From an optimization exercise on the open Yosys and OpenROAD flow, aimed at small area and a short achievable clock period; shortcuts taken in it are not production practice. Only simulation tests tie the RTL to the original design; equivalence was not proved. The clock input has no modelled driver; a real chip could not lean on it and would need a root buffer or a full tree.

old:
==> flow/design.v (excerpt) <==
module core_top #(
  parameter int reset_pulse_cycles = 1048576
) (
  input  logic                          clk_74a,
  input  logic                          pll_core_locked,
  input  logic [core_pkg::bridge_w-1:0] bridge_addr,
  input  logic                          bridge_wr,
  input  logic [core_pkg::bridge_w-1:0] bridge_wr_data,
  input  logic [31:0]                   cont1_joy,
  input  logic [core_pkg::bridge_w-1:0] rtc_date,
  input  logic [core_pkg::bridge_w-1:0] rtc_time,
  input  logic [core_pkg::rgb_w-1:0]    rgb_in,
  input  logic                          de_in,
  input  logic                          vs_in,
  input  logic [core_pkg::chan_w-1:0]   snap_index,
  output logic                          core_reset,
  output logic [core_pkg::chan_w-1:0]   stick_x,
  output logic [core_pkg::chan_w-1:0]   stick_y,
  output logic [23:0]                   video_rgb,
  output logic                          video_de,
  output logic [core_pkg::rtc_w-1:0]    rtc_word
);
  logic [core_pkg::chan_w-1:0] deadzone;
  logic [core_pkg::chan_w-1:0] strength;
  logic                        square_pixels;
  core_settings_regs #(
    .reset_pulse_cycles(reset_pulse_cycles)
  ) i_settings (
    .clk_74a        (clk_74a),
    .pll_core_locked(pll_core_locked),
    .bridge_wr      (bridge_wr),
    .bridge_addr    (bridge_addr),
    .bridge_wr_data (bridge_wr_data),
    .core_reset     (core_reset),
    .deadzone       (deadzone),
    .strength       (strength),
    .square_pixels  (square_pixels)
  );
  ...
For scale: roughly 9300 um^2 of cells after synthesis.
clock: 18.0 ns
lec_check: 0
cap_margin: 20
core_margin: 2
core_utilization: 40
slew_margin: 20
standard.sh (not shown) runs the stock make flow with config.mk's settings and CLKGATE_MAP_FILE= SYNTH_SCRIPT=/design/flow/synth_recipe.tcl, a recipe that flattens the netlist after the stock synthesis.
==> flow/flow/run.sh <==
#!/bin/bash
# The standard layout (standard.sh), with these changes to how it is made:
# - the ports get the smallest buffer (buf_1) instead of the delay buffer
#   buffer_ports picks by itself;
# - after synthesis, polar.py removes inverters between adder cells by
#   flipping full adders (a full adder is self-dual), without touching the
#   registers or changing the logic function;
# - after global placement, the gate that makes core_reset gets its own
#   buffer on pll_core_locked (clone_reset_buf.tcl), apart from the reset tree;
# - after clock tree synthesis, its 17-buffer H-tree is replaced by a root
#   buffer and leaf buffers over k-means groups of the registers, as many
#   groups (from 8) as keep the estimated clock-pin slew under 95 ps
#   (post_cts.tcl, manual_cts.tcl);
# - timing repair aims for 10.3 ns of setup slack, well beyond the 18 ns
#   constraint, so that it shortens the critical paths.
# - the constant outputs share the tie cells synthesis made, instead of one
#   tie cell per output (SKIP_REPAIR_TIE_FANOUT).
# The constraints (constraint.sdc) and everything else are the standard flow's.
set -eo pipefail
export BUFFER_PORTS_ARGS="-buffer_cell sky130_fd_sc_hd__buf_1"
export SETUP_SLACK_MARGIN=10.3
export SKIP_REPAIR_TIE_FANOUT=1
export CTS_ARGS="-sink_clustering_enable -repair_clock_nets -buf_list sky130_fd_sc_hd__clkbuf_8 -dont_use_dummy_load"
export POST_CTS_TCL=$PWD/flow/post_cts.tcl
export MCTS_LEAVES=8
export MCTS_SLEW_TARGET=0.095
export MCTS_LEAF=sky130_fd_sc_hd__clkbuf_8
export MCTS_ROOT=sky130_fd_sc_hd__clkbuf_8
RES=$PWD/orfs/results/sky130hd/core_top/base
bash standard.sh $RES/1_2_yosys.v 2>&1 | tee standard_0.log
python3 flow/polar.py $RES/1_2_yosys.v $RES/1_2_yosys.v 2>&1 | tee polar.log
bash standard.sh $RES/3_3_place_gp.odb 2>&1 | tee standard_1.log
CLONE_ODB=$RES/3_3_place_gp.odb openroad -no_init -exit flow/clone_reset_buf.tcl 2>&1 | tee clone.log
bash standard.sh 2>&1 | tee standard_2.log
Other scripts of this flow, unchanged in this note and not shown: flow/flow/clone_reset_buf.tcl, flow/flow/manual_cts.tcl, flow/flow/polar.py, flow/flow/post_cts.tcl
Setup changes, old to new
--- a/flow/design.v
+++ b/flow/design.v
@@ -37,35 +37,55 @@
   input  logic [core_pkg::bridge_w-1:0] bridge_addr,
   input  logic [core_pkg::bridge_w-1:0] bridge_wr_data,
   output logic                          core_reset,
   output logic [core_pkg::chan_w-1:0]   deadzone,
   output logic [core_pkg::chan_w-1:0]   strength,
   output logic                          square_pixels
 );
-  localparam logic [19:0] pulse_start = 20'h00001;
-  localparam logic [19:0] pulse_last  = 20'h80000;
-  logic [19:0] pulse_lfsr;
-  logic        pulse_active;
-  always_ff @(posedge clk_74a or negedge pll_core_locked) begin
-    if (!pll_core_locked) begin
-      pulse_lfsr   <= '0;
-      pulse_active <= 1'b0;
-    end else if (bridge_wr && bridge_addr == core_pkg::addr_reset_pulse) begin
-      pulse_lfsr   <= pulse_start;
-      pulse_active <= 1'b1;
-    end else begin
-      if (pulse_lfsr == pulse_last) begin
+  logic pulse_active;
+  if (reset_pulse_cycles == 1048576) begin : g_lfsr
+    localparam logic [19:0] pulse_start = 20'h00001;
+    localparam logic [19:0] pulse_last  = 20'h80000;
+    logic [19:0] pulse_lfsr;
+    logic        pulse_run;
+    always_ff @(posedge clk_74a or negedge pll_core_locked) begin
+      if (!pll_core_locked) begin
         pulse_lfsr <= '0;
+        pulse_run  <= 1'b0;
+      end else if (bridge_wr && bridge_addr == core_pkg::addr_reset_pulse) begin
+        pulse_lfsr <= pulse_start;
+        pulse_run  <= 1'b1;
       end else begin
-        pulse_lfsr <= {pulse_lfsr[18:0], pulse_lfsr[19] ^ pulse_lfsr[16]};
+        if (pulse_lfsr == pulse_last) begin
+          pulse_lfsr <= '0;
+        end else begin
+          pulse_lfsr <= {pulse_lfsr[18:0], pulse_lfsr[19] ^ pulse_lfsr[16]};
+        end
+        if (pulse_lfsr == '0) begin
+          pulse_run <= 1'b0;
+        end
       end
-      if (pulse_lfsr == '0) begin
-        pulse_active <= 1'b0;
+    end
+    assign pulse_active = pulse_run;
+  end else begin : g_count
+    localparam int cnt_w = $clog2(reset_pulse_cycles + 1);
+    logic [cnt_w-1:0] pulse_count;
+    always_ff @(posedge clk_74a or negedge pll_core_locked) begin
+      if (!pll_core_locked) begin
+        pulse_count <= '0;
+      end else begin
+        if (pulse_count != '0) begin
+          pulse_count <= pulse_count - cnt_w'(1);
+        end
+        if (bridge_wr && bridge_addr == core_pkg::addr_reset_pulse) begin
+          pulse_count <= cnt_w'(reset_pulse_cycles);
+        end
       end
     end
+    assign pulse_active = (pulse_count != '0);
   end
   assign core_reset = !pll_core_locked || pulse_active;
   logic [2:0] strength_g;
   logic [7:0] strength_raw;
   logic [7:0] strength_next;
   always_comb begin
     case (bridge_wr_data[6:0])
==> run notes <==
- Diff old -> new: number of DRC markers in iteration 0 rose 36; time the final worst path needs with I/O delays and setup about even; slack of the critical path about even.
- From old to new the numbers moved as follows: die area +450 um^2, synthesis-to-layout area growth went down 1.1 points, logic depth of the worst path, buffers included decreased by 1 relative to the old numbers.
- Looking only at data required time at the worst endpoint, and setting everything else aside, the higher value of new and old goes to old.
- Worst path arrival time delta for new relative to old: 0.05 ns lower
No run of this note takes its clock network from TritonCTS; it comes from the design's own scripts or RTL.

static timing again, ports no longer ideal:
The flow's constraints put no driver on any port. The routed layouts listed below were extracted and timed again, unchanged, in two steps.
Step 1 assumes that a clkbuf_16 drives the clock port and a buf_2 every other input.
Step 2, shift: input delay + t, output delay - t, t = (earliest + latest rising clock arrival at the registers) / 2. This alone moves slack from input paths to output paths.
Slacks: ideal / step 1 / step 2; pairs: ideal / step 1.
run | t (ns) | setup WS [ns] | worst setup path after step 2 | pins driven straight from the clock port
old | 0.466 | 10.431 / 10.434 / 9.973 | input to register | 1
new | 0.433 | 10.429 / 10.435 / 10.002 | input to register | 1
After both steps setup and hold are still met in every run listed. The setup slack of old, which loses most, moves by +0.003 ns with the drivers and by -0.458 ns with both steps.
